This is an optimization exercise on Yosys and OpenROAD, whose aim is small area and a short achievable clock period, not a production implementation. In this exercise RTL edits were held to simulation tests only and were not proved equivalent to the original. No driver is modelled on the clock port, so clock power and skew are understated where the tree is cut down; a real chip needs a root buffer or a tree. Power is estimated from default activity; no workload was simulated.

Design ahb_sram_slave, start of the top module:
module ahb_sram_slave #(
  parameter int                    ADDR_WIDTH  = 32,
  parameter int                    DATA_WIDTH  = 32,
  parameter int                    DEPTH       = 64,
  parameter logic [ADDR_WIDTH-1:0] BASE        = 32'h4000_0100,
  parameter int                    WAIT_STATES = 1,
  parameter bit                    READ_ONLY   = 1'b0
) (
  input  logic                  HCLK,
  input  logic                  HRESETn,
  input  logic                  HSELx,
  input  logic [ADDR_WIDTH-1:0] HADDR,
  input  logic                  HWRITE,
  input  logic [2:0]            HSIZE,
  input  logic [2:0]            HBURST,
  input  logic [3:0]            HPROT,
  input  logic [1:0]            HTRANS,
  input  logic                  HMASTLOCK,
  input  logic                  HREADY,
  input  logic [DATA_WIDTH-1:0] HWDATA,
  output logic                  HREADYOUT,
  output logic                  HRESP,
  output logic [DATA_WIDTH-1:0] HRDATA
);
  localparam int BYTES     = DATA_WIDTH / 8;
  localparam int LANE_BITS = $clog2(BYTES);
  localparam int IDX_BITS  = $clog2(DEPTH);
  localparam int WIN_BITS  = LANE_BITS + IDX_BITS;
  logic                  r_busy;     
  logic                  r_resp;     
  logic                  r_wpend;    
  logic [IDX_BITS-1:0]   r_idx;
  logic [BYTES-1:0]      r_strb;
  logic [DATA_WIDTH-1:0] r_rdata;
  logic [DATA_WIDTH-1:0] r_mem [DEPTH];
  logic             w_in_window;
  logic             w_err;
  logic             w_accept;
  logic [BYTES-1:0] w_strb;
  logic             w_unused;
  assign w_in_window = (HADDR[ADDR_WIDTH-1:WIN_BITS] == BASE[ADDR_WIDTH-1:WIN_BITS]);
  ...
Size in the first run: ~120 I/O pins, ~71,000 um^2 of cells after synthesis.
==> flow/config.mk <==
export PLATFORM = sky130hd
export DESIGN_NAME = ahb_sram_slave
export DESIGN_NICKNAME = ahb_sram_slave
export VERILOG_FILES = /design/flow/design.v
export SDC_FILE = /design/flow/constraint.sdc
export NUM_CORES = 4
export LEC_CHECK = 0
export CAP_MARGIN = 20
export CORE_MARGIN = 2
export CORE_UTILIZATION = 40
export SETUP_SLACK_MARGIN = 0.2
export SLEW_MARGIN = 20
export SYNTH_HIERARCHICAL = 1
==> flow/constraint.sdc <==
create_clock -name core_clock -period 6.0 [get_ports {HCLK}]
set_input_delay 1.2000 -clock core_clock [delete_from_list [all_inputs] [get_ports {HCLK}]]
set_output_delay 1.2000 -clock core_clock [all_outputs]
set_load 0.01 [all_outputs]
run.sh (not shown) runs the stock make flow with config.mk's settings and CLKGATE_MAP_FILE= SYNTH_SCRIPT=/design/flow/synth_recipe.tcl, a recipe that flattens the netlist after the stock synthesis.
The first run finished with timing, DRC and antenna clean.
Rerun with:
CORE_UTILIZATION = 65   (was 40)
CTS_BUF_LIST = sky130_fd_sc_hd__clkbuf_8 sky130_fd_sc_hd__clkbuf_16   (was default)
CTS_CLUSTER_SIZE = 24   (was default)
SETUP_SLACK_MARGIN = 3.0   (was 0.2)
Effect: Cell count fell by 9.2%; setup slack gains 0.94 ns; via count climbs by 5.5%; register-to-register slack is better by 0.94 ns.

Another version of the RTL of ahb_sram_slave (not shown whole).
Size: about 2200 flip-flops, roughly 0.069 mm2 of cells after synthesis.
export LEC_CHECK = 0
export CAP_MARGIN = 20
export CORE_MARGIN = 2
export CORE_UTILIZATION = 76
export SETUP_SLACK_MARGIN = 3.8
export SLEW_MARGIN = 20
export SYNTH_HIERARCHICAL = 1
export TNS_END_PERCENT = 10
create_clock -name core_clock -period 6.0 [get_ports {HCLK}]
standard.sh (not shown) runs the stock make flow with config.mk's settings and CLKGATE_MAP_FILE= SYNTH_SCRIPT=/design/flow/synth_recipe.tcl, a recipe that flattens the netlist after the stock synthesis.
==> flow/flow/run.sh <==
#!/bin/bash
# The standard layout, with the clock tree built by flow/mycts_hook.tcl
# (run by ORFS's cts step as its PRE_CTS_TCL hook) instead of TritonCTS.
set -euo pipefail
here=$(pwd)
bash standard.sh PRE_CTS_TCL="$here/flow/mycts_hook.tcl" finish > "$here/standard_flow.log" 2>&1
Other scripts of this flow, unchanged in this note and not shown: flow/flow/mycts_hook.tcl
The baseline finished with timing, DRC and antenna clean.
Next try:
Settings changed: CORE_UTILIZATION 76 to 70.
The changed run completed without violations.
Global-route usage barely changes.
Core utilization is lower by 5.3 points.
Die area is higher by 8.5%.
Power went up by 0.88%.
No run of this note takes its clock network from TritonCTS; it comes from the design's own scripts or RTL.

-- static timing again, ports no longer ideal --
In the flow no input, the clock included, has a driving cell. The finished layouts below were timed again as built, in two steps. Step 1 (the two cells are an assumption about what drives the block):
set clk [get_ports {HCLK}]
set_driving_cell -lib_cell sky130_fd_sc_hd__clkbuf_16 $clk
set_driving_cell -lib_cell sky130_fd_sc_hd__buf_2 [delete_from_list [all_inputs] $clk]
Step 2 adds t to the input delays and takes it off the output delays; t is the mean of the earliest and latest rising clock arrival at the registers after step 1. Input paths then give back, and output paths get back, about the clock's delay inside the block. Slacks: no drivers / after step 1 / after step 2; pairs: no drivers / after step 1.
run | shift t [ns] | setup slack, ns | worst register clock-pin slew, ns | pins driven straight from the clock port
the first run of note 1 | 0.930 | 1.519 / 1.519 / 1.519 | 0.07 / 0.07 | 1
the second run of note 1 | 0.875 | 2.459 / 2.459 / 2.459 | 0.07 / 0.07 | 1
the first run of note 2 | 0.764 | 3.398 / 3.398 / 2.867 | 0.10 / 0.10 | 4
the second run of note 2 | 0.763 | 3.373 / 3.353 / 2.855 | 0.10 / 0.10 | 4
After both steps setup and hold are still met in every run listed. For the first run of note 2, which loses most, drivers alone change the setup slack by 0.000 ns; drivers and shift together by -0.531 ns.
